Context: an optimization exercise on an open-source flow, tuned for small area. The choices shown serve that exercise and are no tape-out recipe. Where RTL was checked, it was by simulation tests only, not by an equivalence proof against the original. The RTL of run 1 was laid out without a check of its function. No driver is modelled on the clock port, so clocking that relies on it looks cheaper here than on a real chip. Power figures rest on the tool's default switching activity, not on a simulated workload.

File: flow/config.mk
export PLATFORM = sky130hd
export DESIGN_NAME = lc4_cpu
export DESIGN_NICKNAME = lc4_cpu
export VERILOG_FILES = /design/flow/design.v
export SDC_FILE = /design/flow/constraint.sdc
export NUM_CORES = 4
export LEC_CHECK = 0
export ABC_AREA = 1
export CAP_MARGIN = 20
export CORE_MARGIN = 2
export CORE_UTILIZATION = 40
export CTS_BUF_LIST = sky130_fd_sc_hd__clkbuf_8
export PLACE_DENSITY = 0.6
export SLEW_MARGIN = 20
File: flow/constraint.sdc
create_clock -name core_clock -period 5.2 [get_ports {gwe}]
set_input_delay 1.0400 -clock core_clock [delete_from_list [all_inputs] [get_ports {gwe}]]
set_output_delay 1.0400 -clock core_clock [all_outputs]
set_load 0.01 [all_outputs]
File: flow/design.v
`timescale 1ns/100ps
`timescale 1ns/100ps
`timescale 1ns/100ps
`timescale 1ns/100ps
`timescale 1ns/100ps
`timescale 1ns/100ps
`timescale 1ns/100ps
`timescale 1ns/100ps
`timescale 1ns/100ps
module lc4_cpu (
   input  logic        gwe,
   input  logic        i_arst_n,
   input  logic [15:0] i_imem_insn,
   output logic [15:0] o_imem_addr,
   input  logic [15:0] i_dmem_data,
   output logic [15:0] o_dmem_addr,
   output logic        o_dmem_we,
   output logic [15:0] o_dmem_wdata,
   output logic        o_retire_valid,
   output logic [15:0] o_retire_pc,
   output logic [15:0] o_retire_insn,
   output logic        o_retire_we,
   output logic [2:0]  o_retire_wsel,
   output logic [15:0] o_retire_data
);
   logic       init;     
   logic [2:0] ph;       
   logic       rot;      
   logic       last;
   assign last = (ph == 3'd7);
   always_ff @(posedge gwe or negedge i_arst_n) begin
      if (!i_arst_n) begin
         init <= 1'b1;
         ph   <= 3'd0;
         rot  <= 1'b0;
      end else begin
         ph <= ph + 3'd1;
         if (last) begin
            init <= 1'b0;
            rot  <= ~rot & ~init;
         end
      end
   end
   logic [15:0] insn;
   logic [3:0]  op;
   logic        is_br, is_arith, is_logic, is_ldr, is_str, is_const, is_jmp, is_jmpr;
   logic        regwe, cond, taken_rel;
   logic        nf, zf;    
   assign insn     = i_imem_insn;
   assign op       = insn[15:12];
   assign is_br    = (op == 4'b0000);
   assign is_arith = (op == 4'b0001);
   assign is_logic = (op == 4'b0101);
   assign is_ldr   = (op == 4'b0110);
   assign is_str   = (op == 4'b0111);
   assign is_const = (op == 4'b1001);
   assign is_jmp   = (op == 4'b1100);
   assign is_jmpr  = is_jmp & ~insn[11];
   assign regwe = (is_arith & (insn[5] | ~insn[3])) | is_logic | is_ldr | is_const;
   assign cond      = (insn[11] & nf) | (insn[10] & zf) | (insn[9] & ~nf & ~zf);
   assign taken_rel = (is_br & cond) | (is_jmp & insn[11]);
   logic        w5, w6, w9, sgn;
   logic [15:0] imm;
   assign w5  = is_arith | is_logic;
   assign w6  = is_ldr | is_str;
   assign w9  = is_br | is_const;
   assign sgn = w5 ? insn[4] : w6 ? insn[5] : w9 ? insn[8] : insn[10];
   always_comb begin
      imm        = {16{sgn}};
      imm[4:0]   = insn[4:0];
      if (!w5)        imm[5]    = insn[5];
      if (!w5 && !w6) imm[8:6]  = insn[8:6];
      if (!w5 && !w6 && !w9) imm[10:9] = insn[10:9];
      if (rot && !taken_rel) imm = 16'd0;
   end
   logic [15:0] rf [8];    
   logic [15:0] pc_q;      
   logic [13:0] a_q;       
   logic [15:0] b_q;       
   logic [1:0]  rs_dig, rt_dig, pc_dig, imm_dig;
   logic [2:0]  rt_sel;
   assign rt_sel  = is_str ? insn[11:9] : insn[2:0];
   assign rs_dig  = rf[insn[8:6]][1:0];
   assign rt_dig  = rf[rt_sel][1:0];
   assign pc_dig  = pc_q[{ph, 1'b0} +: 2];
   assign imm_dig = imm[{ph, 1'b0} +: 2];
   logic       sub, cin0, c_in, c_q, use_rt;
   logic [1:0] opa, opb;
   logic [2:0] sum;
   assign use_rt = ~rot & w5 & ~insn[5];
   assign sub    = ~rot & is_arith & ~insn[5] & insn[4];
   assign cin0   = rot ? ~is_jmpr : sub;
   assign c_in   = (ph == 3'd0) ? cin0 : c_q;
   assign opa    = (rot & ~is_jmpr) ? pc_dig : rs_dig;
   assign opb    = (use_rt ? rt_dig : imm_dig) ^ {2{sub}};
   assign sum    = {1'b0, opa} + {1'b0, opb} + {2'b00, c_in};
   always_ff @(posedge gwe) c_q <= sum[2];
   logic [1:0] alu, b_in, a_in;
   logic [3:0] tt;
   logic [1:0] y;
   logic       use_sum;
   assign y       = is_str ? rt_dig : opb;
   assign use_sum = ~(is_logic | is_const | is_str | is_ldr);
   always_comb begin
      if (is_logic & ~insn[5]) begin
         case (insn[4:3])
            2'b00:   tt = 4'b1000;    
            2'b01:   tt = 4'b0011;    
            2'b10:   tt = 4'b1110;    
            default: tt = 4'b0110;    
         endcase
      end else if (is_logic)
         tt = 4'b1000;                
      else if (is_ldr)
         tt = 4'b0000;                
      else
         tt = 4'b1010;                
   end
   assign alu = use_sum ? sum[1:0] : {tt[{rs_dig[1], y[1]}], tt[{rs_dig[0], y[0]}]};
   assign b_in = rot ? b_q[1:0] : alu;
   assign a_in = init ? {(ph == 3'd4) | (ph == 3'd7), 1'b0} : sum[1:0];
   logic ld_now;    
   assign ld_now = ~rot & last & is_ldr;
   always_ff @(posedge gwe) begin
      a_q <= {a_in, a_q[13:2]};
      b_q <= {b_in, b_q[15:2]} | (i_dmem_data & {16{ld_now}});
      if (last & (rot | init))
         pc_q <= {a_in, a_q};
   end
   always_ff @(posedge gwe) begin
      if (last & (init | (rot & regwe))) begin
         nf <= b_q[1] & ~init;
         zf <= (b_q == 16'd0) | init;
      end
   end
   logic [1:0] w_dig;
   assign w_dig = b_q[1:0] & {2{~init}};
   always_ff @(posedge gwe) begin
      for (int k = 0; k < 8; k++) begin
         if (init | (rot & regwe & (insn[11:9] == 3'(k))))
            rf[k] <= {w_dig, rf[k][15:2]};
         else
            rf[k] <= {rf[k][1:0], rf[k][15:2]};
      end
   end
   assign o_imem_addr    = pc_q;
   assign o_dmem_addr    = {a_in, a_q};
   assign o_dmem_wdata   = {b_in, b_q[15:2]};
   assign o_dmem_we      = ~init & ~rot & last & is_str;
   assign o_retire_valid = ~init & rot & last;
   assign o_retire_pc    = pc_q;
   assign o_retire_insn  = insn;
   assign o_retire_we    = regwe;
   assign o_retire_wsel  = insn[11:9];
   assign o_retire_data  = {b_q[1:0], b_q[15:2]};
endmodule
File: flow/flow/run.sh
#!/bin/bash
# Layout: the standard flow (standard.sh) with these changes:
#  - the port buffers are sky130_fd_sc_hd__buf_1 (BUFFER_PORTS_ARGS);
#  - clock tree synthesis inserts no dummy loads (CTS_ARGS);
#  - synthesis maps the logic with flow/abc.script in place of ORFS's abc
#    script. It is synth_recipe.tcl with a wrapper around yosys abc that swaps
#    the -script argument; everything else in synthesis, registers included,
#    is as synth_recipe.tcl makes it.
# Each tool's output goes to a log in this folder: synth_tcl.log (the script),
# standard.log (make and every ORFS step; ORFS's own per-step logs are under orfs/logs).
set -euo pipefail
here=$(pwd)
export BUFFER_PORTS_ARGS="-buffer_cell sky130_fd_sc_hd__buf_1"
export MY_ABC_SCRIPT="$here/flow/abc.script"
export CTS_ARGS="-sink_clustering_enable -repair_clock_nets -buf_list sky130_fd_sc_hd__clkbuf_8 -dont_use_dummy_load"
{
  head -n 1 synth_recipe.tcl
  cat <<'TCL'
proc abc {args} {
  set i [lsearch -exact $args -script]
  if {$i >= 0} {
    set args [lreplace $args $i [expr {$i + 1}] -script $::env(MY_ABC_SCRIPT)]
  }
  yosys abc {*}$args
}
TCL
  tail -n +2 synth_recipe.tcl
} > my_synth.tcl
cp my_synth.tcl synth_tcl.log
sed "s#SYNTH_SCRIPT=[^ ]*#SYNTH_SCRIPT=$here/my_synth.tcl#" standard.sh > my_standard.sh
grep -q "SYNTH_SCRIPT=$here/my_synth.tcl" my_standard.sh
bash my_standard.sh > standard.log 2>&1
File: flow/flow/abc.script
strash; dch; amap; topo; stime -c
File: flow/standard.sh
#!/bin/bash
# synth_recipe.tcl (not shown) runs the flow's synth.tcl, then flattens the netlist and writes it again
# the make line also repeats each setting of config.mk as NAME=value (left out here)
make -C /OpenROAD-flow-scripts/flow DESIGN_CONFIG=/design/flow/config.mk WORK_HOME=/design/flow/orfs CLKGATE_MAP_FILE= SYNTH_SCRIPT=/design/flow/synth_recipe.tcl "${@:-finish}"
==> run notes, run 1 <==
outcome failed layout checks; Failed Checks setup timing; CP endpoint kind output port; leading register cell type out of synthesis dfxtp_1; first-pass GRT wire length 20.4 mm; CTS root buf clkbuf_8; Reg-to-Reg Start ph[0]; Hold Path Cell Cnt 0; Rows 43; WL per Instance 15.1 um; clock sink count 182; Psw roughly 0.72 mW; top-area cell type share of the netlist area about 55%; Post-Synth Adder-Cell Area 1.34%; Rel. slew slack between 40% and 50%; antenna violations before repair 0; Hold Violations, Final 0; Area Growth Syn to Fin 20.6%; fin nets 723; Post-Synth Simple-Gate Area 9.17%; PwrDens 395 nW/um^2; Synth area leaders dfxtp_1, edfxtp_1, buf_4; Tot GR Track Use 16.9%; gpl congestion 0.890; Max Clk Rate ~0.17 GHz; Post-Syn Nets 558; DRC 0; Power Total 2.76 mW; most frequent cells in the layout dfxtp_1, buf_1, buf_4, clkinv_1, nor2_1; wl on met1 5.73 mm; Lkg Pwr 2.76 nW; Vias about 4300; core area approximately 14000 um^2; clock share of power 24.8%; Final Skew 29.2 ps; Critical Path Source Type input port; top sig layer met4; ant diodes 0; Bufs on Longest Clock Path 2; hpwl dp 9.74 mm; crit path DAT around 4800 ps; Slew @ Worst Pin 789 ps; proportion of synthesized area in mux cells 0%; Hold WC Path Type reg2reg; crit path launch i_imem_insn[12]; synthesis-stage register bit count 182; Crit Path Max Fanout 4; placed cells 841; switching portion of total power a little over a quarter; Comb power frac around 16%; largest net degree at the start of global routing 24; I/O pins 136; Final Critical Period around 5800 ps; TritonCTS clock tree yes; clock latency (worst-skew pair) 460 ps; GRT overflow 0; EDFF count, synth 18; Via-to-Cell Ratio ~5.0; Fin Setup TNS -1820 ps; Initial Util 41.4%; antenna-violating nets left 0; routed length on met2 6.12 mm; R2R Setup Slk 1800 ps; reg2reg path depth 16; fraction of layout instances using a drive strength above 1 15.1%; kind of critical path in2out; endpoints failing setup 4; commonest non-fill, non-tap cell in the layout dfxtp_1; Vert. Die Dim 124 um; post-synthesis sequential area ratio between 60% and 70%; synth warn 2; ys async rst share 2.75%; Mapped Area slightly below 6000 um^2; Mean Syn Cell Area 11.2 um^2; Crit Reg-Reg Endpoint b_q[14]; Critical Path RT 4160 ps; XOR/XNOR share of the synthesized area 0%; synthesized instance count 519; RSZ-0062 raised after global routing true; vias in the first global route 4169; Yosys cell types 33; DRT Pass-1 Iters 4; main combinational cell family by area after synthesis compound AO/OA/AOI/OAI gates; Final Non-Filler Cells 862; initial DRC count 234; Die ar. 15400 um^2; Pint 2.03 mW; Final Instance Area 6980 um^2; Hold Path Origin rf[5][5]; area leader, netlist dfxtp_1; PortBufs 135; Min-Delay Endpoint rf[5][3]; Num CTS Buffers 17; Worst VDD drop 0.237 mV; Sequential Power Share 58.9%; H-tree depth 4; die width ~120 um; part of the cycle the worst path needs 112%; wire length on met3 between 600 and 700 um; Final Max Slew Viols 0; fin worst setup slack -636 ps; Synth Area in Compound Gates 12.7%; Clock Pin Slew Worst Setup and Hold Paths 80 ps; dpl cell area approximately 6700 um^2; Routed WL 13.0 mm; number of violations of the max-capacitance limit 0
-- synth_stat cells (all sizes together) (2+ instances only) --
library cell and instances:
buf 49, nor3 13, nand3 17, or3 3, nor2 42, o211ai 2
a31oi 5, or2 6, a22oi 7, fa 2, a21oi 6, o21ai 18
o22ai 33, nand2 29, nor2b 3, o32ai 5, o32a 2, nor4 4
dfxtp 159, o221ai 5, a41o 16, dfrtp 4, edfxtp 18, clkinv 60
ha 3
-- layer usage --
layer  GRT usage [%]  up-vias
li1                -     2093
met2            27.7      171
met5               0        -
met4            9.65        0
met3            4.55       40
met1            20.0     1992
-- power groups by stage --
| stage | registers [mW] | clock network (mW) | logic (mW) |
|---|---|---|---|
| 6_report | 1.62 | 0.683 | 0.449 |
| 4_1_cts | 1.62 | 0.712 | 0.437 |
| 3_5_place_dp | 1.65 | 0 | 0.421 |
| 5_1_grt | 1.64 | 0.771 | 0.487 |
| 2_1_floorplan | 1.66 | 0 | 0.266 |
| 3_3_place_gp | 1.65 | 0 | 0.420 |
-- final cells by class --
type                            count  area [um^2]
Sequential cell                   182         3850
Tap cell                          180          225
Multi-Input combinational cell    228         1450
Fill cell                        1274         7010
Clock buffer                       17          234
Timing Repair Buffer              195          978
Inverter                           60          243
-- kinds of logic (layout without fill, tap and decap cells) --
logic type,after synthesis,in the layout
AO/OA/AOI/OAI,104,104
buffers and inverters,109,272
adder cells (fa/ha/maj),5,5
flip-flops,182,182
AND/OR/NAND/NOR,119,119
-- worst max-delay path, cell delays in order --
cell and delay, ps:
buf_1 80, buf_6 130, clkinv_8 40, or2_4 260
nor3_4 200, nor2_2 60, buf_4 140, nor2_2 80
o32ai_2 100, or2_1 270, o21a_1 120, o221a_1 210
a31oi_1 190, o32a_1 180, o32a_1 200, nand2_1 80
o21ai_2 70, fa_2 220, clkinv_2 60, fa_1 510
nor2b_4 150, o32ai_4 210, buf_2 170
-- registers in the layout (all words and copies together), names as in the netlist --
| name | flops |
|---|---|
| init | 1 |
| zf | 1 |
| a_q | 14 |
| nf | 1 |
| b_q | 16 |
| ph | 3 |
| pc_q | 16 |
| rot | 1 |
| rf | 128 |
| c_q | 1 |
-- how the worst max path moves through the flow --
| stage | cells after the start | to | slack [ps] |
|---|---|---|---|
| 2_1_floorplan | 20 | o_dmem_wdata[15] | -80 |
| 3_3_place_gp | 23 | o_dmem_addr[15] | -610 |
| 3_5_place_dp | 23 | o_dmem_addr[15] | -700 |
| 4_1_cts | 23 | o_dmem_wdata[15] | -620 |
| 5_1_grt | 23 | o_dmem_wdata[15] | -800 |
| 6_report | 23 | o_dmem_wdata[15] | -640 |
-- per-stage QoR --
stage	util (%)	setup WS [ps]	hold WS, ps
3_5_place_dp	47.6	-699	312
2_1_floorplan	-	-79.1	310
4_1_cts	49.6	-623	309
3_3_place_gp	47.6	-608	310
6_report	49.9	-636	303
5_1_grt	49.9	-798	314
-- repair_timing --
| action | in CTS | in global routing |
|---|---|---|
| gates resized for setup | 10 | 9 |
| setup endpoints to repair | 4 | 4 |
| hold buffers | 0 | 0 |
| pin swaps | 2 | 2 |
| setup buffers | 2 | 2 |
==> run 2: changes to the inputs <==
--- a/flow/design.v
+++ b/flow/design.v
@@ -76,5 +76,5 @@
    logic [15:0] rf [8];    
    logic [15:0] pc_q;      
-   logic [13:0] a_q;       
+   logic [15:0] a_q;       
    logic [15:0] b_q;       
    logic [1:0]  rs_dig, rt_dig, pc_dig, imm_dig;
@@ -120,11 +120,11 @@
    assign b_in = rot ? b_q[1:0] : alu;
    assign a_in = init ? {(ph == 3'd4) | (ph == 3'd7), 1'b0} : sum[1:0];
-   logic ld_now;    
-   assign ld_now = ~rot & last & is_ldr;
+   logic ld_now;
+   assign ld_now = rot & (ph == 3'd0) & is_ldr;
    always_ff @(posedge gwe) begin
-      a_q <= {a_in, a_q[13:2]};
-      b_q <= {b_in, b_q[15:2]} | (i_dmem_data & {16{ld_now}});
+      a_q <= {a_in, a_q[15:2]};
+      b_q <= {b_in, b_q[15:2]} | ({i_dmem_data[1:0], i_dmem_data[15:2]} & {16{ld_now}});
       if (last & (rot | init))
-         pc_q <= {a_in, a_q};
+         pc_q <= {a_in, a_q[15:2]};
    end
    always_ff @(posedge gwe) begin
@@ -135,5 +135,5 @@
    end
    logic [1:0] w_dig;
-   assign w_dig = b_q[1:0] & {2{~init}};
+   assign w_dig = (ld_now ? i_dmem_data[1:0] : b_q[1:0]) & {2{~init}};
    always_ff @(posedge gwe) begin
       for (int k = 0; k < 8; k++) begin
@@ -145,7 +145,7 @@
    end
    assign o_imem_addr    = pc_q;
-   assign o_dmem_addr    = {a_in, a_q};
-   assign o_dmem_wdata   = {b_in, b_q[15:2]};
-   assign o_dmem_we      = ~init & ~rot & last & is_str;
+   assign o_dmem_addr    = a_q;
+   assign o_dmem_wdata   = b_q;
+   assign o_dmem_we      = ~init & rot & (ph == 3'd0) & is_str;
    assign o_retire_valid = ~init & rot & last;
    assign o_retire_pc    = pc_q;
--- a/flow/flow/run.sh
+++ b/flow/flow/run.sh
@@ -2,5 +2,7 @@
 # Layout: the standard flow (standard.sh) with these changes:
 #  - the port buffers are sky130_fd_sc_hd__buf_1 (BUFFER_PORTS_ARGS);
-#  - clock tree synthesis inserts no dummy loads (CTS_ARGS);
+#  - clock tree synthesis inserts no dummy loads (CTS_ARGS), and after it
+#    flow/post_cts.tcl swaps clock buffers for smaller ones where the clock
+#    slew stays low (POST_CTS_TCL);
 #  - synthesis maps the logic with flow/abc.script in place of ORFS's abc
 #    script. It is synth_recipe.tcl with a wrapper around yosys abc that swaps
@@ -13,4 +15,5 @@
 export BUFFER_PORTS_ARGS="-buffer_cell sky130_fd_sc_hd__buf_1"
 export MY_ABC_SCRIPT="$here/flow/abc.script"
+export POST_CTS_TCL="$here/flow/post_cts.tcl"
 export CTS_ARGS="-sink_clustering_enable -repair_clock_nets -buf_list sky130_fd_sc_hd__clkbuf_8 -dont_use_dummy_load"
 {
==> flow/flow/post_cts.tcl (new file) <==
set small_cell sky130_fd_sc_hd__clkbuf_4
set slew_cap_ps 100.0

proc clk_load_slew_ps { inst } {
  set worst 0.0
  set net [get_nets -of_objects [get_pins [get_full_name $inst]/X]]
  foreach pin [get_pins -of_objects $net] {
    if { [get_property $pin direction] ne "input" } { continue }
    foreach prop {slew_max_rise slew_max_fall} {
      set s [sta::time_sta_ui [get_property $pin $prop]]
      if { $s > $worst } { set worst $s }
    }
  }
  return $worst
}

estimate_parasitics -placement
set swapped 0
foreach inst [get_cells *] {
  set master [get_property $inst ref_name]
  if { $master ne "sky130_fd_sc_hd__clkbuf_8" } { continue }
  set name [get_full_name $inst]
  replace_cell $name $small_cell
  estimate_parasitics -placement
  set s [clk_load_slew_ps $inst]
  if { $s > $slew_cap_ps } {
    replace_cell $name $master
    estimate_parasitics -placement
    puts "post_cts: keep $name ($master): [format %.1f $s] ps with $small_cell"
  } else {
    incr swapped
    puts "post_cts: $name -> $small_cell: [format %.1f $s] ps"
  }
}
puts "post_cts: swapped $swapped clock buffers"
detailed_placement
check_placement -verbose
==> run 2 against run 1 <==
Highest routed layer unchanged. Synthesized cell count shrank 1.2%. Clock power shrank 0.7%. Non-clock buffer count shrank 54. Maximum frequency grew 24%. Critical endpoint is now b_q[15]. Via count shrank 7.8%. Clock skew shrank 3.2 ps. Sequential power is essentially flat. The run now finishes clean. First-iteration DRC count grew 38%. Sequential share of layout area grew 5.5 points. Wire length shrank 6.7%.
==> run notes, run 2 <==
kind of critical path in2reg; Initial Util 41.3% (-0.045 points); Crit Path Max Fanout 5 (+1); antenna-violating nets left 0 (unchanged); Slew @ Worst Pin 952 ps (+162 ps); Final Skew 26.1 ps (-3.15 ps); Worst VDD drop 0.309 mV (+31%); most frequent cell after synthesis dfxtp_1; commonest cells in the netlist dfxtp_1, clkinv_1, buf_4; initial DRC count 322 (+38%); synthesis-stage register bit count 184 (+1.1%); clock sink count 184 (+1.1%); Mapped Area 5780 um^2 (-0.11%); die width 124 um (about the same); endpoints failing setup 0 (-4); EDFF count, synth 18 (unchanged); fin nets 661 (-8.6%); reg2reg path depth 13 (-3); Vert. Die Dim 124 um (about the same); Routed WL 12.1 mm (-6.7%); I/O pins 136 (unchanged); Critical Path End b_q[15]; Rel. slew slack 36.5% (-11 points); Lkg Pwr 2.46 nW (-11%); DRT Pass-1 Iters 5 (+1); placed cells 783 (-6.9%); Hold Violations, Final 0 (unchanged); Post-Syn Nets 552 (-1.1%); synth warn 2 (unchanged); antenna violations before repair 0 (unchanged); Reg-to-Reg Start ph[0]; Final Critical Period 4720 ps (-1120 ps); PwrDens 416 nW/um^2 (+5.4%); GRT overflow 0 (unchanged); Hold WC Path Type reg2reg; most frequent cells in the layout dfxtp_1, buf_1, clkinv_1, nor2_1, o22ai_1; vias in the first global route 3689 (-12%); Rows 43 (unchanged); R2R Setup Slk 1670 ps (-130 ps); max reg flops 128 (unchanged); crit path launch i_imem_insn[13]; CP endpoint kind register; leading register cell type out of synthesis dfxtp_1; part of the cycle the worst path needs 90.7% (-22 points); core area 14000 um^2 (unchanged); hpwl dp 9.15 mm (-6.0%); outcome no timing/DRC/antenna violations; Yosys cell types 35 (+6.1%); Final Non-Filler Cells 800 (-7.2%); fraction of layout instances using a drive strength above 1 4.03% (-11 points); DRC 0 (unchanged); Synth area leaders dfxtp_1, edfxtp_1, buf_4; RSZ-0062 raised after global routing false; post-synthesis sequential area ratio 67.3% (+0.76 points); Fin Setup TNS 0 ps (+1820 ps); Area Growth Syn to Fin 10.9%; PortBufs 135 (unchanged); commonest non-fill, non-tap cell in the layout dfxtp_1; Crit Reg-Reg Endpoint b_q[15]; number of violations of the max-capacitance limit 0 (unchanged); area leader, netlist dfxtp_1; Vias 3963 (-7.8%); synthesized instance count 513 (-1.2%); Via-to-Cell Ratio 4.95 (-0.60%); gpl congestion 0.893 (+0.29%); crit path DAT 5050 ps (+250 ps); Top reg by flops rf; Critical Path Source Type input port; clock latency (worst-skew pair) 440 ps (-20 ps); top-area cell type share of the netlist area 55.7% (+0.75 points); Die ar. 15400 um^2 (-0.10%); WL per Instance 15.1 um (+0.50%); Tot GR Track Use 15.9% (-1.0 points); Max Clk Rate 0.212 GHz (+24%); ys async rst share 2.72% (-0.030 points); Clock Pin Slew Worst Setup and Hold Paths 80 ps (about the same); ant diodes 0 (unchanged); Mean Syn Cell Area 11.3 um^2 (+1.1%); largest net degree at the start of global routing 18 (-25%); first-pass GRT wire length 18.8 mm (-7.9%); Critical Path RT 5540 ps (+1380 ps); Power Total 2.67 mW (-3.1%); Final Max Slew Viols 0 (unchanged); TritonCTS clock tree yes
==> run 2: kinds of logic (layout without fill, tap and decap cells) <==
family / count (synthesis) / after routing / synth area share, %
buffers and inverters: 110 / 217 / 10.5
AND/OR/NAND/NOR: 110 / 110 / 8.48
adder cells (fa/ha/maj): 5 / 5 / 1.34
AO/OA/AOI/OAI: 104 / 104 / 12.4
flip-flops: 184 / 184 / 67.3
==> run 2: critical path: stages <==
cell and delay, ps:
buf_1 150, clkinv_1 130, nor2_1 210, clkinv_1 110, nor2_1 140, clkinv_1 180
o22ai_1 310, clkinv_1 230, nand3_1 160, o22ai_1 90, or4_1 530, o22ai_1 210
o22ai_1 120, nor2_1 100, a21oi_1 70, fa_1 420, clkinv_1 60, fa_1 420
nor2_1 120, a21oi_1 50, o221ai_1 190
==> run 2: worst min-delay path by stage <==
stage | startpoint | endpoint | slack [ps] | cells after the start
3_3_place_gp | rf[0][2] | rf[0][0] | 310 | 0
2_1_floorplan | rf[0][2] | rf[0][0] | 310 | 0
5_1_grt | rf[3][6] | rf[3][4] | 310 | 0
3_5_place_dp | rf[1][8] | rf[1][6] | 310 | 0
6_report | rf[0][3] | rf[0][1] | 310 | 0
==> run 2: cell type report <==
| class | count | area (um^2) |
|---|---|---|
| fill | 1345 | 7570 |
| sequential | 184 | 3890 |
| multi-input combinational | 219 | 1290 |
| timing repair buffer | 141 | 552 |
| clock buffer | 17 | 234 |
| tap | 180 | 225 |
| inverter | 59 | 221 |
==> run 2: routing by layer <==
metal | GRT usage, % | vias to the layer above | routed length, um
met4 | 4.63 | 0 | 150
met5 | 0 | - | 0
met3 | 6.15 | 14 | 883
li1 | - | 1926 | -
met1 | 19.6 | 1863 | 5290
met2 | 25.9 | 160 | 5780
==> run 2: metrics by stage <==
step                setup WS (ps)  utilization, %  cell area, um^2  hold slack, ps
finish                        484            45.8             6410             308
global route                 93.0            45.8             6410             310
detailed placement            164            44.2             6180             312
global placement              291            44.2             6180             310
floorplan                     529               -             5780             310
==> run 2: power by group <==
group          switching, mW  leakage (nW)  internal, mW
combinational          0.219         0.769         0.132
sequential            0.0808          1.57          1.56
clock                  0.389         0.122         0.289
==> run 3: changes to the inputs <==
--- a/flow/flow/post_cts.tcl
+++ b/flow/flow/post_cts.tcl
@@ -1,4 +1,4 @@
 set small_cell sky130_fd_sc_hd__clkbuf_4
-set slew_cap_ps 100.0
+set slew_cap_ps 105.0
 
 proc clk_load_slew_ps { inst } {
@@ -8,5 +8,5 @@
     if { [get_property $pin direction] ne "input" } { continue }
     foreach prop {slew_max_rise slew_max_fall} {
-      set s [sta::time_sta_ui [get_property $pin $prop]]
+      set s [expr {1000.0 * [get_property $pin $prop]}]
       if { $s > $worst } { set worst $s }
     }
==> run 3 against run 2 <==
Highest routed layer unchanged. Utilization is 0.27 points lower. Sequential cell count unchanged. Critical endpoint unchanged. Register-to-register slack better by 60 ps. Sequential power hardly changed. Hold slack improved by 3.2 ps. Total power down 2.2%. Non-clock buffer count stayed put. Synthesized area is the same. Maximum frequency rose by 0.56%. Sequential share of layout area increased by 0.36 points.
==> run notes, run 3 <==
vias in the first global route 3686 (-0.081%); slowest CP cell or4_1; Vert. Die Dim 124 um (unchanged); synth warn 2 (unchanged); hpwl dp 9.15 mm (unchanged); largest net degree at the start of global routing 18 (unchanged); clock latency (worst-skew pair) 440 ps (about the same); Hold Violations, Final 0 (unchanged); clock sink count 184 (unchanged); CP endpoint kind register; die width 124 um (unchanged); GRT overflow 0 (unchanged); max reg flops 128 (unchanged); Crit Path Max Fanout 5 (unchanged); placed cells 783 (unchanged); most frequent CP cell clkinv_1; Mapped Area 5780 um^2 (unchanged); Max Clk Rate 0.213 GHz (+0.56%); Yosys cell types 35 (unchanged); commonest non-fill, non-tap cell in the layout dfxtp_1; fraction of layout instances using a drive strength above 1 4.03% (unchanged); Final Skew 32.2 ps (+6.15 ps); number of violations of the max-capacitance limit 0 (unchanged); Vias 3965 (+0.050%); filler cell count 1349 (+0.30%); TritonCTS clock tree yes; part of the cycle the worst path needs 90.2% (-0.50 points); Min-Delay Endpoint rf[4][7]; Hold Path Cell Cnt 0 (unchanged); Rel. slew slack 37.2% (+0.70 points); area leader, netlist dfxtp_1; Lkg Pwr 2.44 nW (-0.63%); Cell Chain, Critical Path buf_1, clkinv_1, nor2_1, clkinv_1, nor2_1, clkinv_1, o22ai_1, clkinv_1, nand3_1, o22ai_1, or4_1, o22ai_1, o22ai_1, nor2_1, a21oi_1, fa_1, clkinv_1, fa_1, nor2_1, a21oi_1, o221ai_1; Crit Reg-Reg Endpoint b_q[15]; antenna violations before repair 0 (unchanged); ys async rst share 2.72% (unchanged); Initial Util 41.3% (unchanged); Routed WL 12.1 mm (-0.45%); Worst VDD drop 0.276 mV (-11%); Area Growth Syn to Fin 10.3%; slowest stage delay, CP 530 ps (about the same); Final Critical Period 4690 ps (-26.1 ps); Clock Pin Slew Worst Setup and Hold Paths 90 ps (about the same); initial DRC count 300 (-6.8%); post-synthesis sequential area ratio 67.3% (unchanged); commonest cells in the netlist dfxtp_1, clkinv_1, buf_4; synthesis-stage register bit count 184 (unchanged); core area 14000 um^2 (unchanged); clock share of power 23.8% (-1.6 points); Final Instance Area 6380 um^2 (-0.59%); PwrDens 410 nW/um^2 (-1.6%); PortBufs 135 (unchanged); gpl congestion 0.893 (unchanged); DRT Pass-1 Iters 5 (unchanged); Sequential Power Share 62.8% (+1.4 points); Hold Path Origin rf[4][9]; R2R Setup Slk 1730 ps (+60 ps); leading register cell type out of synthesis dfxtp_1; crit path DAT 5040 ps (about the same); RSZ-0062 raised after global routing false; Top reg by flops rf; kind of critical path in2reg; most frequent cells in the layout dfxtp_1, buf_1, clkinv_1, nor2_1, o22ai_1; Die ar. 15400 um^2 (unchanged); fin nets 661 (unchanged); synthesized instance count 513 (unchanged); WL per Instance 15.1 um (-0.45%); Critical Path Source Type input port; Comb power frac 13.4% (+0.2 points); Pint 1.93 mW (-2.4%); outcome no timing/DRC/antenna violations; Rows 43 (unchanged); Synth area leaders dfxtp_1, edfxtp_1, buf_4; DRC 0 (unchanged); Via-to-Cell Ratio 4.96 (about the same); Critical Path RT 5550 ps (about the same); reg2reg path depth 13 (unchanged); switching portion of total power 26.0% (+0.21 points); Final Max Slew Viols 0 (unchanged); ant diodes 0 (unchanged); CP delay by family, top simple AND/OR/NAND/NOR gates; Fin Setup TNS 0 ps (unchanged); endpoints failing setup 0 (unchanged); Tot GR Track Use 15.9% (-0.018 points); Post-Syn Nets 552 (unchanged); most frequent cell after synthesis dfxtp_1; dpl cell area 6180 um^2 (unchanged); top-area cell type share of the netlist area 55.7% (unchanged); I/O pins 136 (unchanged); Hold WC Path Type reg2reg; Final Non-Filler Cells 800 (unchanged); Mean Syn Cell Area 11.3 um^2 (unchanged); antenna-violating nets left 0 (unchanged); Slew @ Worst Pin 941 ps (-10.6 ps); Worst Path Buf+Inv 6 (unchanged); EDFF count, synth 18 (unchanged); Psw 0.680 mW (-1.4%); Reg-to-Reg Start ph[0]; first-pass GRT wire length 18.8 mm (about the same)
## run 3: cell counts after synthesis
Identical to the previous run, type by type.
## run 3: worst max-delay path by stage
stage / start / cells past startpoint / end / slack [ps]
after detailed placement: i_imem_insn[13] / 21 / b_q[15] / 160
after floorplan: i_imem_insn[15] / 21 / b_q[15] / 530
after global placement: i_imem_insn[13] / 21 / b_q[15] / 290
final: i_imem_insn[13] / 21 / b_q[15] / 510
after global routing: i_imem_insn[13] / 21 / b_q[15] / 110
## run 3: final cells by class
| cell class | instances | area [um^2] | share of cell area, % |
|---|---|---|---|
| multi-input cells | 219 | 1290 | 20.3 |
| clock buffers | 17 | 196 | 3.08 |
| inverters | 59 | 221 | 3.47 |
| well taps | 180 | 225 | 3.53 |
| repair buffers | 141 | 552 | 8.65 |
| flip-flops and latches | 184 | 3890 | 61.0 |
## run 3: metrics by stage
| step | worst slack (ps) | hold WS (ps) | util [%] | power [mW] |
|---|---|---|---|---|
| floorplan | 529 | 310 | - | 1.93 |
| global placement | 291 | 310 | 44.2 | 2.02 |
| detailed placement | 164 | 312 | 44.2 | 2.02 |
| global route | 113 | 312 | 45.6 | 2.75 |
| finish | 510 | 312 | 45.6 | 2.61 |
## run 3: power groups by stage
stage	clock [mW]	combinational, mW	sequential, mW
floorplan	0	0.245	1.68
global placement	0	0.353	1.67
detailed placement	0	0.349	1.67
global route	0.711	0.383	1.66
finish	0.621	0.351	1.64
## run 3: cell families (layout without fill, tap and decap cells)
kind of cell / after synthesis / count (layout) / synth area share [%]
AO/OA/AOI/OAI: 104 / 104 / 12.4
adder cells (fa/ha/maj): 5 / 5 / 1.34
AND/OR/NAND/NOR: 110 / 110 / 8.48
flip-flops: 184 / 184 / 67.3
buffers and inverters: 110 / 217 / 10.5
## run 3: worst register-to-register path: stages, from the launching register on
cell and delay, ps:
dfrtp_1 660, clkinv_1 510, or2_0 360, a31oi_1 190, o32a_1 170, o22ai_1 80, nor2_1 100, a21oi_1 70
fa_1 430, clkinv_1 60, fa_1 420, nor2_1 120, a21oi_1 50, o221ai_1 190
## run 3: routing by layer
metal / wire [um] / vias up / share of wire, % / global-route usage, %
met1: 5260 / 1867 / 44 / 19.6
li1: - / 1925 / - / -
met4: 134 / 0 / 1.1 / 4.63
met3: 883 / 13 / 7.3 / 6.15
met2: 5780 / 160 / 48 / 25.9
met5: 0 / - / 0 / 0
==> run 4: changes to the inputs <==
--- a/flow/flow/post_cts.tcl
+++ b/flow/flow/post_cts.tcl
@@ -1,4 +1,4 @@
 set small_cell sky130_fd_sc_hd__clkbuf_4
-set slew_cap_ps 105.0
+set slew_cap_ps 120.0
 
 proc clk_load_slew_ps { inst } {
--- a/flow/config.mk
+++ b/flow/config.mk
@@ -11,4 +11,5 @@
 export CORE_UTILIZATION = 40
 export CTS_BUF_LIST = sky130_fd_sc_hd__clkbuf_8
+export GPL_TIMING_DRIVEN = 0
 export PLACE_DENSITY = 0.6
 export SLEW_MARGIN = 20
==> run 4 against run 3 <==
Die area is the same. Global-route usage fell by 0.32 points. Total power rose by 1.1%. Via count up 4.6%. Synthesized area unchanged. Largest power group unchanged.
==> run notes, run 4 <==
Hold Path Cell Cnt 0 (unchanged); Top reg by flops rf; Rel. slew slack 54.1% (+17 points); initial DRC count 270 (-10%); PortBufs 135 (unchanged); hpwl dp 9.04 mm (-1.3%); top-area cell type share of the netlist area 55.7% (unchanged); Area Growth Syn to Fin 16.1%; most frequent CP cell o22ai_1; fin nets 707 (+7.0%); filler cell count 1325 (-1.8%); Final Critical Period 4880 ps (+188 ps); Crit Path Max Fanout 7 (+2); Worst Path Buf+Inv 5 (-1); synthesized instance count 513 (unchanged); Clock Pin Slew Worst Setup and Hold Paths 110 ps (+20 ps); leading register cell type out of synthesis dfxtp_1; part of the cycle the worst path needs 93.8% (+3.6 points); Sequential Power Share 62.1% (-0.7 points); gpl congestion 0.916 (+2.6%); slowest CP cell or4_1; most frequent cells in the layout dfxtp_1, buf_1, clkinv_1, buf_4, nor2_1; synthesis-stage register bit count 184 (unchanged); core area 14000 um^2 (unchanged); Critical Path Source Type input port; outcome no timing/DRC/antenna violations; Mean Syn Cell Area 11.3 um^2 (unchanged); Worst VDD drop 0.302 mV (+9.5%); reg2reg path depth 13 (unchanged); most frequent cell after synthesis dfxtp_1; die width 124 um (unchanged); Reg-to-Reg Start ph[0]; Hold WC Path Type reg2reg; ys async rst share 2.72% (unchanged); Crit Reg-Reg Endpoint b_q[15]; synth warn 2 (unchanged); Fin Setup TNS 0 ps (unchanged); max reg flops 128 (unchanged); Via-to-Cell Ratio 4.90 (-1.1%); clock sink count 184 (unchanged); Power Total 2.64 mW (+1.1%); Min-Delay Endpoint rf[2][0]; Pint 1.95 mW (+1.1%); RSZ-0062 raised after global routing false; DRC 0 (unchanged); Final Skew 31.4 ps (-0.789 ps); fin worst setup slack 323 ps (-188 ps); slowest stage delay, CP 530 ps (about the same); Synth area leaders dfxtp_1, edfxtp_1, buf_4; Hold Path Origin rf[2][2]; Rows 43 (unchanged); area occupied by registers 3890 um^2 (unchanged); number of violations of the max-capacitance limit 0 (unchanged); switching portion of total power 26.0% (about the same); clock latency (worst-skew pair) 420 ps (-20 ps); crit path DAT 5230 ps (+190 ps); kind of critical path in2reg; Vert. Die Dim 124 um (unchanged); Post-Syn Nets 552 (unchanged); post-placement worst setup slack -361 ps (-525 ps); R2R Setup Slk 1740 ps (about the same); GRT overflow 0 (unchanged); Routed WL 12.0 mm (-0.66%); vias in the first global route 3874 (+5.1%); Util after Layout 48.0% (+2.4 points); CP endpoint kind register; largest net degree at the start of global routing 19 (+1); Final Max Slew Viols 0 (unchanged); Tot GR Track Use 15.6% (-0.32 points); CP delay by family, top simple AND/OR/NAND/NOR gates; Psw 0.688 mW (+1.2%); commonest cells in the netlist dfxtp_1, clkinv_1, buf_4; I/O pins 136 (unchanged); ant diodes 0 (unchanged); Vias 4147 (+4.6%); endpoints failing setup 0 (unchanged); DRT Pass-1 Iters 5 (unchanged); Cell Chain, Critical Path buf_1, nand2_1, nor2_1, clkinv_1, nor2_4, inv_2, o22ai_1, clkinv_1, nand3_1, o22ai_1, or4_1, o22ai_1, o22ai_1, nor2_1, a21oi_1, fa_1, clkinv_1, fa_1, nor2_1, a21oi_1, o221ai_1; commonest non-fill, non-tap cell in the layout dfxtp_1; EDFF count, synth 18 (unchanged); Initial Util 41.3% (unchanged); TritonCTS clock tree yes; Comb power frac 16.0% (+2.6 points); fraction of layout instances using a drive strength above 1 11.3% (+7.2 points); Critical Path RT 5550 ps (about the same); area leader, netlist dfxtp_1; first-pass GRT wire length 18.9 mm (+0.48%); Hold WS 310 ps (-1.42 ps); WL per Instance 14.2 um (-6.1%); Hold Violations, Final 0 (unchanged); Lkg Pwr 2.66 nW (+8.8%); post-synthesis sequential area ratio 67.3% (unchanged); clock share of power 21.9% (-1.9 points); Die ar. 15400 um^2 (unchanged); PwrDens 393 nW/um^2 (-3.9%); multi-input logic area 1310 um^2 (+1.6%); Slew @ Worst Pin 684 ps (-257 ps); antenna violations before repair 0 (unchanged); Yosys cell types 35 (unchanged); Mapped Area 5780 um^2 (unchanged); antenna-violating nets left 0 (unchanged); Max Clk Rate 0.205 GHz (-3.8%)
[run 4: through the flow]
stage	std cells	area (um^2)
floorplan	513	5780
global placement	828	6510
detailed placement	829	6530
global route	846	6710
finish	846	6710
[run 4: how the worst max path moves through the flow]
stage | from | endpoint | slack (ps) | cells past startpoint
2_1_floorplan | i_imem_insn[15] | b_q[15] | 530 | 21
3_3_place_gp | i_imem_insn[14] | b_q[15] | -280 | 20
3_5_place_dp | i_imem_insn[14] | b_q[15] | -360 | 20
5_1_grt | i_imem_insn[14] | b_q[15] | 60 | 20
6_report | i_imem_insn[14] | b_q[15] | 320 | 21
[run 4: final cells by class]
| class | instances | area share [%] |
|---|---|---|
| multi-input cells | 219 | 19.5 |
| repair buffers | 136 | 7.72 |
| inverters | 59 | 3.30 |
| plain buffers | 51 | 5.70 |
| flip-flops and latches | 184 | 57.9 |
| well taps | 180 | 3.35 |
| clock buffers | 17 | 2.46 |
[run 4: routing by layer]
metal,up-vias,wire (um),global-route usage [%]
li1,2025,-,-
met1,1939,5020,18.5
met2,169,5840,25.7
met3,14,944,5.81
met4,0,170,5.88
met5,-,0,0
[run 4: power groups by stage]
stage	Sequential [mW]	Clock [mW]	Combinational, mW
floorplan	1.68	0	0.245
global placement	1.67	0	0.421
detailed placement	1.67	0	0.421
global route	1.66	0.666	0.458
finish	1.64	0.577	0.424
[run 4: cell families after synthesis]
family	share of synthesized area, %
flops	67.3
buf+inv	10.5
simple gates	8.48
fa+ha+maj	1.34
compound gates	12.4
==> run 5: changes to the inputs <==
--- a/flow/config.mk
+++ b/flow/config.mk
@@ -7,9 +7,8 @@
 export LEC_CHECK = 0
 export ABC_AREA = 1
-export CAP_MARGIN = 20
+export CAP_MARGIN = 0
 export CORE_MARGIN = 2
 export CORE_UTILIZATION = 40
 export CTS_BUF_LIST = sky130_fd_sc_hd__clkbuf_8
-export GPL_TIMING_DRIVEN = 0
 export PLACE_DENSITY = 0.6
-export SLEW_MARGIN = 20
+export SLEW_MARGIN = 0
==> run 5 against run 4 <==
Clock skew is 4.4 ps higher. Synthesized area stayed put. Non-clock buffer count is 46 lower. Final area is 5.5% lower. Hold slack worse by 12 ps. Largest cell class unchanged.
==> run notes, run 5 <==
outcome no timing/DRC/antenna violations; antenna-violating nets left 0 (unchanged); most frequent cell after synthesis dfxtp_1; Synth area leaders dfxtp_1, edfxtp_1, buf_4; Psw 0.675 mW (-1.9%); Comb power frac 13.7% (-2.3 points); TritonCTS clock tree yes; post-synthesis sequential area ratio 67.3% (unchanged); most frequent CP cell clkinv_1; part of the cycle the worst path needs 90.8% (-3.0 points); DRC 0 (unchanged); antenna violations before repair 0 (unchanged); kind of critical path in2reg; filler cell count 1354 (+2.2%); Vert. Die Dim 124 um (unchanged); Critical Path RT 5530 ps (-20 ps); Slew @ Worst Pin 938 ps (+254 ps); Pint 1.89 mW (-3.2%); core area 14000 um^2 (unchanged); die width 124 um (unchanged); Mean Syn Cell Area 11.3 um^2 (unchanged); Worst Path Buf+Inv 6 (+1); CP delay by family, top simple AND/OR/NAND/NOR gates; Via-to-Cell Ratio 4.93 (+0.55%); clock sink count 184 (unchanged); EDFF count, synth 18 (unchanged); synthesis-stage register bit count 184 (unchanged); CP endpoint kind register; Mapped Area 5780 um^2 (unchanged); leading register cell type out of synthesis dfxtp_1; Fin Setup TNS 0 ps (unchanged); Hold WC Path Type reg2reg; Initial Util 41.3% (unchanged); crit path DAT 5060 ps (-170 ps); Crit Path Max Fanout 5 (-2); ys async rst share 2.72% (unchanged); Tot GR Track Use 15.8% (+0.27 points); slowest stage delay, CP 540 ps (about the same); multi-input logic area 1290 um^2 (-1.5%); Top reg by flops rf; initial DRC count 307 (+14%); PortBufs 135 (unchanged); slowest CP cell or4_1; Vias 3943 (-4.9%); Rows 43 (unchanged); synth warn 2 (unchanged); area leader, netlist dfxtp_1; Final Critical Period 4720 ps (-154 ps); RSZ-0062 raised after global routing false; endpoints failing setup 0 (unchanged); Power Total 2.57 mW (-2.9%); top-area cell type share of the netlist area 55.7% (unchanged); Critical Path Source Type input port; hpwl dp 9.15 mm (+1.3%); fin nets 661 (-6.5%); number of violations of the max-capacitance limit 0 (unchanged); Lkg Pwr 2.43 nW (-8.5%); Worst VDD drop 0.275 mV (-8.7%); Die ar. 15400 um^2 (unchanged); DRT Pass-1 Iters 5 (unchanged); most frequent cells in the layout dfxtp_1, buf_1, clkinv_1, nor2_1, o22ai_1; commonest non-fill, non-tap cell in the layout dfxtp_1; Hold Violations, Final 0 (unchanged); area occupied by registers 3890 um^2 (unchanged); Area Growth Syn to Fin 9.74%; switching portion of total power 26.3% (+0.25 points); max reg flops 128 (unchanged); PwrDens 404 nW/um^2 (+2.8%); largest net degree at the start of global routing 18 (-1); Final Max Slew Viols 0 (unchanged); ant diodes 0 (unchanged); Clock Pin Slew Worst Setup and Hold Paths 110 ps (about the same); Cell Chain, Critical Path buf_1, clkinv_1, nor2_1, clkinv_1, nor2_1, clkinv_1, o22ai_1, clkinv_1, nand3_1, o22ai_1, or4_1, o22ai_1, o22ai_1, nor2_1, a21oi_1, fa_1, clkinv_1, fa_1, nor2_1, a21oi_1, o221ai_1; I/O pins 136 (unchanged); Post-Syn Nets 552 (unchanged); first-pass GRT wire length 18.8 mm (-0.48%); Yosys cell types 35 (unchanged); vias in the first global route 3684 (-4.9%); GRT overflow 0 (unchanged); Sequential Power Share 63.9% (+1.8 points); WL per Instance 15.1 um (+6.9%); Routed WL 12.1 mm (+1.1%); Final Skew 35.8 ps (+4.37 ps); Rel. slew slack 37.5% (-17 points); fraction of layout instances using a drive strength above 1 4.03% (-7.2 points); commonest cells in the netlist dfxtp_1, clkinv_1, buf_4; gpl congestion 0.893 (-2.5%); clock latency (worst-skew pair) 430 ps (about the same); synthesized instance count 513 (unchanged); Max Clk Rate 0.212 GHz (+3.3%); clock share of power 22.4% (+0.5 points)
[run 5: logic make-up (layout without fill, tap and decap cells)]
group,count (synthesis),after routing,synth area share (%)
flops,184,184,67.3
buf+inv,110,217,10.5
compound gates,104,104,12.4
fa+ha+maj,5,5,1.34
simple gates,110,110,8.48
[run 5: layout make-up]
| type | instances | share of cell area, % |
|---|---|---|
| clock buffers | 17 | 2.60 |
| multi-input cells | 219 | 20.4 |
| repair buffers | 141 | 8.70 |
| inverters | 59 | 3.49 |
| well taps | 180 | 3.55 |
| flip-flops and latches | 184 | 61.3 |
[run 5: final timing paths]
check                      slack [ps]  cells after the start       end             from
min in group asynchronous         430                      1     ph[1]         i_arst_n
min                               300                      0  rf[2][9]        rf[2][11]
max reg2reg                      1670                     13   b_q[15]            ph[0]
min reg2reg                       300                      0  rf[2][9]        rf[2][11]
max                               480                     21   b_q[15]  i_imem_insn[13]
max in group asynchronous        4470                      1      init         i_arst_n
[run 5: through the flow]
| step | utilization, % | instance area [um^2] | instances | hold WS (ps) | worst slack, ps |
|---|---|---|---|---|---|
| after global routing | 45.4 | 6340 | 800 | 287 | 91.3 |
| final | 45.4 | 6340 | 800 | 298 | 476 |
| after detailed placement | 44.2 | 6180 | 783 | 312 | 164 |
| after global placement | 44.2 | 6180 | 783 | 310 | 291 |
| after floorplan | - | 5780 | 513 | 310 | 529 |
[run 5: power groups by stage]
stage	clock, mW	combinational (mW)	sequential, mW
floorplan	0	0.245	1.68
global placement	0	0.353	1.67
detailed placement	0	0.349	1.67
global route	0.664	0.383	1.66
finish	0.576	0.351	1.64
[run 5: worst reg2reg max path, cell delays in order, from the launching register on]
cell	delay [ps]
dfrtp_1	680
clkinv_1	520
or2_0	360
a31oi_1	190
o32a_1	180
o22ai_1	80
nor2_1	100
a21oi_1	70
fa_1	430
clkinv_1	60
fa_1	420
nor2_1	120
a21oi_1	50
o221ai_1	190
[run 5: routing by layer]
layer  vias to the layer above  part of all wire [%]  track usage, %
li1                       1929                     -               -
met1                      1850                    44            19.6
met2                       144                    48            25.8
met3                        20                   6.5            5.77
met4                         0                   1.3            4.82
met5                         -                     0               0
==> run 6: changes to the inputs <==
--- a/flow/config.mk
+++ b/flow/config.mk
@@ -7,8 +7,8 @@
 export LEC_CHECK = 0
 export ABC_AREA = 1
-export CAP_MARGIN = 0
+export CAP_MARGIN = 20
 export CORE_MARGIN = 2
 export CORE_UTILIZATION = 40
 export CTS_BUF_LIST = sky130_fd_sc_hd__clkbuf_8
 export PLACE_DENSITY = 0.6
-export SLEW_MARGIN = 0
+export SLEW_MARGIN = 20
==> run 6 against run 5 <==
Sequential share of layout area unchanged. Critical path depth did not move. Largest cell class unchanged. Sequential cell count unchanged. Synthesized area did not move.
==> run notes, run 6 <==
Hold Path Cell Cnt 0 (unchanged); hpwl dp 9.15 mm (unchanged); clock latency (worst-skew pair) 430 ps (about the same); Synth area leaders dfxtp_1, edfxtp_1, buf_4; Final Max Slew Viols 0 (unchanged); Slew @ Worst Pin 938 ps (unchanged); fin worst setup slack 476 ps (unchanged); vias in the first global route 3684 (unchanged); PwrDens 404 nW/um^2 (unchanged); initial DRC count 307 (unchanged); Hold WC Path Type reg2reg; Routed WL 12.1 mm (unchanged); number of violations of the max-capacitance limit 0 (unchanged); Rel. slew slack 37.5% (unchanged); die width 124 um (unchanged); dpl cell area 6180 um^2 (unchanged); commonest cells in the netlist dfxtp_1, clkinv_1, buf_4; ys async rst share 2.72% (unchanged); fin nets 661 (unchanged); Critical Path Source Type input port; Mapped Area 5780 um^2 (unchanged); area leader, netlist dfxtp_1; DRC 0 (unchanged); filler cell count 1354 (unchanged); outcome no timing/DRC/antenna violations; Max Clk Rate 0.212 GHz (unchanged); Hold Path Origin rf[2][11]; WL per Instance 15.1 um (unchanged); placed cells 783 (unchanged); Die ar. 15400 um^2 (unchanged); endpoints failing setup 0 (unchanged); reg2reg path depth 13 (unchanged); Fin Setup TNS 0 ps (unchanged); most frequent cells in the layout dfxtp_1, buf_1, clkinv_1, nor2_1, o22ai_1; Util after Layout 45.4% (unchanged); leading register cell type out of synthesis dfxtp_1; kind of critical path in2reg; Hold WS 298 ps (unchanged); post-placement worst setup slack 164 ps (unchanged); largest net degree at the start of global routing 18 (unchanged); RSZ-0062 raised after global routing false; Lkg Pwr 2.43 nW (unchanged); synthesized instance count 513 (unchanged); ant diodes 0 (unchanged); Post-Syn Nets 552 (unchanged); gpl congestion 0.893 (unchanged); PortBufs 135 (unchanged); Top reg by flops rf; TritonCTS clock tree yes; Critical Path RT 5530 ps (about the same); Crit Path Max Fanout 5 (unchanged); Hold Violations, Final 0 (unchanged); synthesis-stage register bit count 184 (unchanged); Yosys cell types 35 (unchanged); Vias 3943 (unchanged); top-area cell type share of the netlist area 55.7% (unchanged); most frequent cell after synthesis dfxtp_1; crit path DAT 5060 ps (about the same); Rows 43 (unchanged); Final Critical Period 4720 ps (unchanged); EDFF count, synth 18 (unchanged); Final Skew 35.8 ps (unchanged); first-pass GRT wire length 18.8 mm (unchanged); I/O pins 136 (unchanged); R2R Setup Slk 1670 ps (about the same); synth warn 2 (unchanged); fraction of layout instances using a drive strength above 1 4.03% (unchanged); Area Growth Syn to Fin 9.74% (unchanged); Via-to-Cell Ratio 4.93 (unchanged); max reg flops 128 (unchanged); Power Total 2.57 mW (unchanged); Crit Reg-Reg Endpoint b_q[15]; Worst VDD drop 0.275 mV (unchanged); Tot GR Track Use 15.8% (unchanged); Reg-to-Reg Start ph[0]; Clock Pin Slew Worst Setup and Hold Paths 110 ps (about the same); Min-Delay Endpoint rf[2][9]; DRT Pass-1 Iters 5 (unchanged); Mean Syn Cell Area 11.3 um^2 (unchanged); Vert. Die Dim 124 um (unchanged); Final Instance Area 6340 um^2 (unchanged); Final Non-Filler Cells 800 (unchanged); post-synthesis sequential area ratio 67.3% (unchanged); antenna violations before repair 0 (unchanged); CP endpoint kind register; commonest non-fill, non-tap cell in the layout dfxtp_1; antenna-violating nets left 0 (unchanged); core area 14000 um^2 (unchanged); Initial Util 41.3% (unchanged); GRT overflow 0 (unchanged); part of the cycle the worst path needs 90.8% (unchanged); clock sink count 184 (unchanged)
## run 6: cell counts in the layout (fill, tap and decap cells not counted)
Identical to the previous run, type by type.
## run 6: per-layer routing
metal,routed length (um),track usage (%)
met2,5780,25.8
met3,793,5.77
met4,162,4.82
met5,0,0
met1,5380,19.6
## run 6: area by class of cell
class / count / area, um^2 / area share [%]
clock buffer: 17 / 165 / 2.60
inverter: 59 / 221 / 3.49
sequential: 184 / 3890 / 61.3
timing repair buffer: 141 / 552 / 8.70
multi-input combinational: 219 / 1290 / 20.4
tap: 180 / 225 / 3.55
## run 6: kinds of logic (layout without fill, tap and decap cells)
group	after synthesis	count (layout)	share of synthesized area, %
fa+ha+maj	5	5	1.34
simple gates	110	110	8.48
compound gates	104	104	12.4
flops	184	184	67.3
buf+inv	110	217	10.5
## run 6: power by group
group          switching, mW  internal, mW  leakage [nW]  total, mW
Sequential            0.0809          1.56          1.57       1.64
Clock                  0.375         0.201        0.0937      0.576
Combinational          0.219         0.132         0.769      0.351
## run 6: critical path, cell delays in order
cell and delay, ps:
buf_1 140, clkinv_1 130, nor2_1 210, clkinv_1 110, nor2_1 140, clkinv_1 180
o22ai_1 330, clkinv_1 250, nand3_1 140, o22ai_1 90, or4_1 540, o22ai_1 210
o22ai_1 120, nor2_1 100, a21oi_1 70, fa_1 430, clkinv_1 60, fa_1 420
nor2_1 120, a21oi_1 50, o221ai_1 190
## run 6: worst max-delay path by stage
stage                     slack, ps      end  depth (start not counted)             from
after floorplan                 530  b_q[15]                         21  i_imem_insn[15]
after detailed placement        160  b_q[15]                         21  i_imem_insn[13]
after global routing             90  b_q[15]                         21  i_imem_insn[13]
after global placement          290  b_q[15]                         21  i_imem_insn[13]
final                           480  b_q[15]                         21  i_imem_insn[13]
==> run 7: changes to the inputs <==
--- a/flow/config.mk
+++ b/flow/config.mk
@@ -9,6 +9,6 @@
 export CAP_MARGIN = 20
 export CORE_MARGIN = 2
-export CORE_UTILIZATION = 40
+export CORE_UTILIZATION = 55
 export CTS_BUF_LIST = sky130_fd_sc_hd__clkbuf_8
-export PLACE_DENSITY = 0.6
+export PLACE_DENSITY = 0.7000000000000001
 export SLEW_MARGIN = 20
==> run 7 against run 6 <==
Still clean on timing, DRC and antenna. Count of clock-buffer cells in the layout is the same. Total power shrank 0.20%. Via count is 0.89% higher. Maximum frequency fell by 0.12%. Sequential cell count stayed put. Largest power group unchanged. Highest routed layer unchanged.
==> run notes, run 7 <==
outcome no timing/DRC/antenna violations; slowest CP cell or4_1; PortBufs 135 (unchanged); TritonCTS clock tree yes; Critical Path RT 5430 ps (-100 ps); met2 Resource Use GR 36.1% (+10 points); Slew @ Worst Pin 769 ps (-169 ps); Cell Chain, Critical Path buf_1, clkinv_1, nand2_1, nor2_1, clkinv_1, nor2_1, clkinv_1, o22ai_1, clkinv_1, nand3_1, o22ai_1, or4_1, o22ai_1, o22ai_1, nor2_1, a21oi_1, fa_1, clkinv_1, fa_1, o22ai_1; first-pass GRT wire length 18.4 mm (-2.2%); crit path DAT 4960 ps (-100 ps); Util after Layout 61.0% (+16 points); filler cell count 920 (-32%); Worst VDD drop 0.258 mV (-6.5%); vias in the first global route 3768 (+2.3%); Final Max Slew Viols 0 (unchanged); ant diodes 0 (unchanged); DRT Pass-1 Iters 5 (unchanged); Post-Syn Nets 552 (unchanged); Fin Setup TNS 0 ps (unchanged); Hold WC Path Type reg2reg; commonest cells in the netlist dfxtp_1, clkinv_1, buf_4; most frequent cells in the layout dfxtp_1, buf_1, clkinv_1, nor2_1, o22ai_1; kind of critical path in2reg; Lkg Pwr 2.42 nW (-0.27%); Vert. Die Dim 107 um (-14%); max reg flops 128 (unchanged); die width 107 um (-14%); Via-to-Cell Ratio 5.27 (+6.9%); met3 Resource Use GR 6.50% (+0.73 points); Routed WL 11.7 mm (-3.0%); GR Layer Usage met1 26.2% (+6.6 points); Initial Util 56.3% (+15 points); GRT overflow 0 (unchanged); Mapped Area 5780 um^2 (unchanged); Final Skew 42.0 ps (+6.21 ps); Hold Violations, Final 0 (unchanged); part of the cycle the worst path needs 90.9% (+0.11 points); CP endpoint kind register; Mean Syn Cell Area 11.3 um^2 (unchanged); slowest stage delay, CP 520 ps (-20 ps); clock latency (worst-skew pair) 440 ps (about the same); Vias 3978 (+0.89%); Max Clk Rate 0.211 GHz (-0.12%); placed cells 738 (-5.7%); largest net degree at the start of global routing 21 (+3); most frequent cell after synthesis dfxtp_1; ys async rst share 2.72% (unchanged); Die ar. 11300 um^2 (-26%); antenna-violating nets left 0 (unchanged); fraction of layout instances using a drive strength above 1 3.72% (-0.32 points); core area 10300 um^2 (-27%); Top Usage Layer GRT met2; initial DRC count 169 (-45%); antenna violations before repair 0 (unchanged); fin nets 660 (-0.15%); Power Total 2.56 mW (-0.20%); number of violations of the max-capacitance limit 0 (unchanged); RSZ-0062 raised after global routing false; leading register cell type out of synthesis dfxtp_1; DRC 0 (unchanged); Clock Pin Slew Worst Setup and Hold Paths 120 ps (about the same); EDFF count, synth 18 (unchanged); Synth area leaders dfxtp_1, edfxtp_1, buf_4; Rows 37 (-14%); Yosys cell types 35 (unchanged); clock sink count 184 (unchanged); synthesis-stage register bit count 184 (unchanged); Area Growth Syn to Fin 8.48%; top-area cell type share of the netlist area 55.7% (unchanged); post-synthesis sequential area ratio 67.3% (unchanged); synth warn 2 (unchanged); WL per Instance 15.6 um (+2.8%); hpwl dp 8.76 mm (-4.3%); Critical Path Source Type input port; commonest non-fill, non-tap cell in the layout dfxtp_1; Tot GR Track Use 21.8% (+6.0 points); area leader, netlist dfxtp_1; PwrDens 408 nW/um^2 (+0.95%); Final Critical Period 4730 ps (+5.51 ps); Rel. slew slack 48.6% (+11 points); endpoints failing setup 0 (unchanged); synthesized instance count 513 (unchanged); I/O pins 136 (unchanged); Crit Path Max Fanout 5 (unchanged); Top reg by flops rf; Final Non-Filler Cells 755 (-5.6%); gpl congestion 0.999 (+12%)
-- run 7: cell counts after synthesis --
Identical to the previous run, type by type.
-- run 7: layout make-up --
type	count	area, um^2	share of cell area [%]
sequential	184	3890	62.0
tap	136	170	2.71
multi-input combinational	219	1290	20.5
inverter	59	221	3.53
timing repair buffer	140	544	8.68
clock buffer	17	159	2.53
-- run 7: stage by stage --
step	setup WS [ps]	hold slack [ps]	area, um^2
global route	232	287	6270
global placement	338	310	6110
floorplan	529	310	5780
finish	471	297	6270
detailed placement	130	312	6110
-- run 7: path summary, 6_finish.rpt --
path	startpoint	endpoint	slack [ps]	depth (start not counted)
hold / removal	rf[3][9]	rf[3][7]	300	0
setup reg to reg	ph[0]	pc_q[15]	1760	11
min in group asynchronous	i_arst_n	ph[0]	460	1
hold reg to reg	rf[3][9]	rf[3][7]	300	0
setup / recovery	i_imem_insn[15]	pc_q[15]	470	20
max in group asynchronous	i_arst_n	init	4420	1
-- run 7: cells by family after synthesis --
group	Yosys count	synth area share [%]
compound gates	104	12.4
fa+ha+maj	5	1.34
simple gates	110	8.48
buf+inv	110	10.5
flops	184	67.3
-- run 7: metal layers --
layer	part of all wire, %	up-vias
met5	0	-
li1	-	1933
met1	41	1853
met4	2.3	0
met3	6.1	23
met2	50	169
-- run 7: report_power, final --
group	internal, mW	total [mW]	switching [mW]
combinational	0.128	0.344	0.216
clock	0.193	0.583	0.390
sequential	1.56	1.63	0.0749
-- run 7: critical path: cells and delay by family --
| family | cells | cell delay [ps] |
|---|---|---|
| AOI/OAI and AO/OA | 6 | 1080 |
| adders and majority gates | 2 | 840 |
| buffers and inverters | 6 | 780 |
| and+or+nand+nor | 6 | 1210 |
==> run 8: changes to the inputs <==
--- a/flow/config.mk
+++ b/flow/config.mk
@@ -9,6 +9,6 @@
 export CAP_MARGIN = 20
 export CORE_MARGIN = 2
-export CORE_UTILIZATION = 55
+export CORE_UTILIZATION = 70
 export CTS_BUF_LIST = sky130_fd_sc_hd__clkbuf_8
-export PLACE_DENSITY = 0.7000000000000001
+export PLACE_DENSITY = 0.85
 export SLEW_MARGIN = 20
==> run 8 against run 7 <==
Count of clock-buffer cells in the layout did not move. First-iteration DRC count grew 100%. Final cell count down 4.2%. Still clean. Critical path type unchanged. Register-to-register slack got worse by 80 ps. Worst setup slack worse by 33 ps. Die area shrank 21%. Largest cell class unchanged. Maximum frequency shrank 0.69%. Final area is 0.14% lower. Sequential share of layout area grew 0.087 points. Highest routed layer unchanged. Hold slack improved by 6.8 ps. Critical endpoint is now b_q[15]. Sequential cell count did not move. Synthesized cell count unchanged.
==> run notes, run 8 <==
outcome no timing/DRC/antenna violations; Critical Path RT 5550 ps (+120 ps); synth warn 2 (unchanged); Final Skew 30.7 ps (-11.3 ps); clock latency (worst-skew pair) 430 ps (about the same); Yosys cell types 35 (unchanged); met3 Resource Use GR 8.54% (+2.0 points); core area 8090 um^2 (-21%); GRT overflow 0 (unchanged); synthesized instance count 513 (unchanged); gpl congestion 0.922 (-7.7%); Rel. slew slack 45.1% (-3.5 points); ant diodes 0 (unchanged); DRC 0 (unchanged); Via-to-Cell Ratio 5.91 (+12%); Mean Syn Cell Area 11.3 um^2 (unchanged); most frequent cell after synthesis dfxtp_1; PortBufs 135 (unchanged); die width 94.9 um (-11%); Hold WC Path Type reg2reg; commonest cells in the netlist dfxtp_1, clkinv_1, buf_4; Psw 0.721 mW (+5.9%); Pint 1.91 mW (+1.4%); hpwl dp 9.59 mm (+9.5%); kind of critical path in2reg; number of violations of the max-capacitance limit 0 (unchanged); ys async rst share 2.72% (unchanged); endpoints failing setup 0 (unchanged); Util after Layout 77.4% (+16 points); EDFF count, synth 18 (unchanged); clock sink count 184 (unchanged); Vias 4275 (+7.5%); Top Usage Layer GRT met2; area leader, netlist dfxtp_1; clock share of power 24.0% (+1.2 points); Worst VDD drop 0.318 mV (+23%); first-pass GRT wire length 21.1 mm (+15%); Post-Syn Nets 552 (unchanged); Initial Util 71.4% (+15 points); post-synthesis sequential area ratio 67.3% (unchanged); Max Clk Rate 0.210 GHz (-0.69%); Power Total 2.63 mW (+2.6%); Hold Violations, Final 0 (unchanged); Clock Pin Slew Worst Setup and Hold Paths 110 ps (about the same); Routed WL 14.0 mm (+19%); Slew @ Worst Pin 818 ps (+49.5 ps); Final Max Slew Viols 0 (unchanged); Top reg by flops rf; initial DRC count 339 (+100%); Final Critical Period 4760 ps (+32.8 ps); Mapped Area 5780 um^2 (unchanged); TritonCTS clock tree yes; Vert. Die Dim 94.9 um (-11%); I/O pins 136 (unchanged); switching portion of total power 27.5% (+0.86 points); part of the cycle the worst path needs 91.6% (+0.63 points); CP endpoint kind register; synthesis-stage register bit count 184 (unchanged); crit path DAT 5110 ps (+150 ps); Die ar. 9000 um^2 (-21%); DRT Pass-1 Iters 6 (+1); Synth area leaders dfxtp_1, edfxtp_1, buf_4; commonest non-fill, non-tap cell in the layout dfxtp_1; Rows 33 (-11%); vias in the first global route 4143 (+10%); fraction of layout instances using a drive strength above 1 4.05% (+0.33 points); Sequential Power Share 62.4% (-1.4 points); max reg flops 128 (unchanged); most frequent cells in the layout dfxtp_1, buf_1, clkinv_1, nor2_1, nand2_1; WL per Instance 19.3 um (+24%); PwrDens 419 nW/um^2 (+2.7%); Lkg Pwr 2.43 nW (+0.33%); antenna violations before repair 0 (unchanged); leading register cell type out of synthesis dfxtp_1; GR Layer Usage met1 37.2% (+11 points); Crit Path Max Fanout 5 (unchanged); Tot GR Track Use 32.1% (+10 points); fin nets 659 (-0.15%); Comb power frac 13.6% (+0.2 points); Critical Path Source Type input port; top-area cell type share of the netlist area 55.7% (unchanged); met2 Resource Use GR 55.4% (+19 points); Area Growth Syn to Fin 8.33%; largest net degree at the start of global routing 19 (-9.5%); antenna-violating nets left 0 (unchanged)
[run 8: cell counts after synthesis]
No cell type changed its count.
[run 8: power by group through the flow]
stage | logic, mW | registers [mW] | clock network (mW)
3_5_place_dp | 0.346 | 1.67 | 0
5_1_grt | 0.385 | 1.65 | 0.686
3_3_place_gp | 0.338 | 1.66 | 0
6_report | 0.357 | 1.64 | 0.630
2_1_floorplan | 0.245 | 1.68 | 0
[run 8: critical path, cell delays in order]
cell and delay, ps:
buf_1 120, clkinv_1 80, nand2_1 90, nor2_1 210, clkinv_1 120, nor2_1 180, clkinv_1 230, o22ai_2 220
clkinv_1 210, nand3_1 190, o22ai_1 120, or4_1 520, o22ai_1 220, o22ai_1 120, nor2_1 90, a21oi_1 70
fa_1 420, clkinv_1 60, fa_1 430, nor2_1 120, a21oi_1 50, o221ai_1 190
[run 8: worst paths after layout]
path / to / cells past startpoint / slack, ps / from
max in group asynchronous: init / 1 / 4450 / i_arst_n
min in group asynchronous: rot / 1 / 460 / i_arst_n
worst min register to register: rf[6][6] / 0 / 300 / rf[6][8]
worst min-delay path: rf[6][6] / 0 / 300 / rf[6][8]
worst max-delay path: b_q[15] / 22 / 440 / i_imem_insn[15]
worst max register to register: b_q[15] / 13 / 1680 / ph[0]
[run 8: cell type report]
type | count | area (um^2)
clock buffers | 17 | 178
repair buffers | 139 | 537
flip-flops and latches | 184 | 3890
multi-input cells | 219 | 1310
inverters | 59 | 221
fillers | 554 | 1830
well taps | 105 | 131
[run 8: routing by layer]
layer | wire length [um] | vias to the layer above
li1 | - | 1918
met1 | 5300 | 2048
met2 | 7200 | 251
met3 | 962 | 58
met4 | 531 | 0
met5 | 0 | -
[run 8: kinds of logic after synthesis]
| kind of cell | synth area share (%) |
|---|---|
| flops | 67.3 |
| fa+ha+maj | 1.34 |
| buf+inv | 10.5 |
| compound gates | 12.4 |
| simple gates | 8.48 |
[run 8: per-stage QoR]
step	TNS (ps)	hold slack, ps	setup slack, ps	instances	instance area, um^2
2_1_floorplan	0	310	529	513	5780
3_3_place_gp	0	310	358	706	6070
3_5_place_dp	0	312	64.6	706	6070
5_1_grt	-1.33	309	-1.33	723	6260
6_report	0	304	438	723	6260

-- port drivers added, routing unchanged --
Ports are ideal in the flow. The routed layouts listed here were re-timed in OpenROAD.
Step 1, drivers: a clkbuf_16 drives gwe and a buf_2 each remaining input, both assumed.
Step 2 times the ports against the registers' clock, not the clock port: input delays grow and output delays shrink by t, the midpoint of the rising clock arrivals with the driver on.
Three values: no drivers, after step 1, after step 2; two values: the first two.
| run | t (ns) | setup WS [ns] |
|---|---|---|
| run 1 | 0.479 | -0.636 / -0.663 / -0.663 |
| run 2 | 0.470 | 0.484 / 0.499 / 0.029 |
| run 3 | 0.462 | 0.510 / 0.525 / 0.063 |
| run 4 | 0.448 | 0.323 / 0.306 / -0.142 |
| run 5 | 0.453 | 0.476 / 0.490 / 0.037 |
| run 6 | 0.453 | 0.476 / 0.490 / 0.037 |
| run 7 | 0.458 | 0.471 / 0.465 / 0.007 |
| run 8 | 0.450 | 0.438 / 0.452 / 0.002 |
Met with ideal ports but missed after step 2: setup timing in run 4.
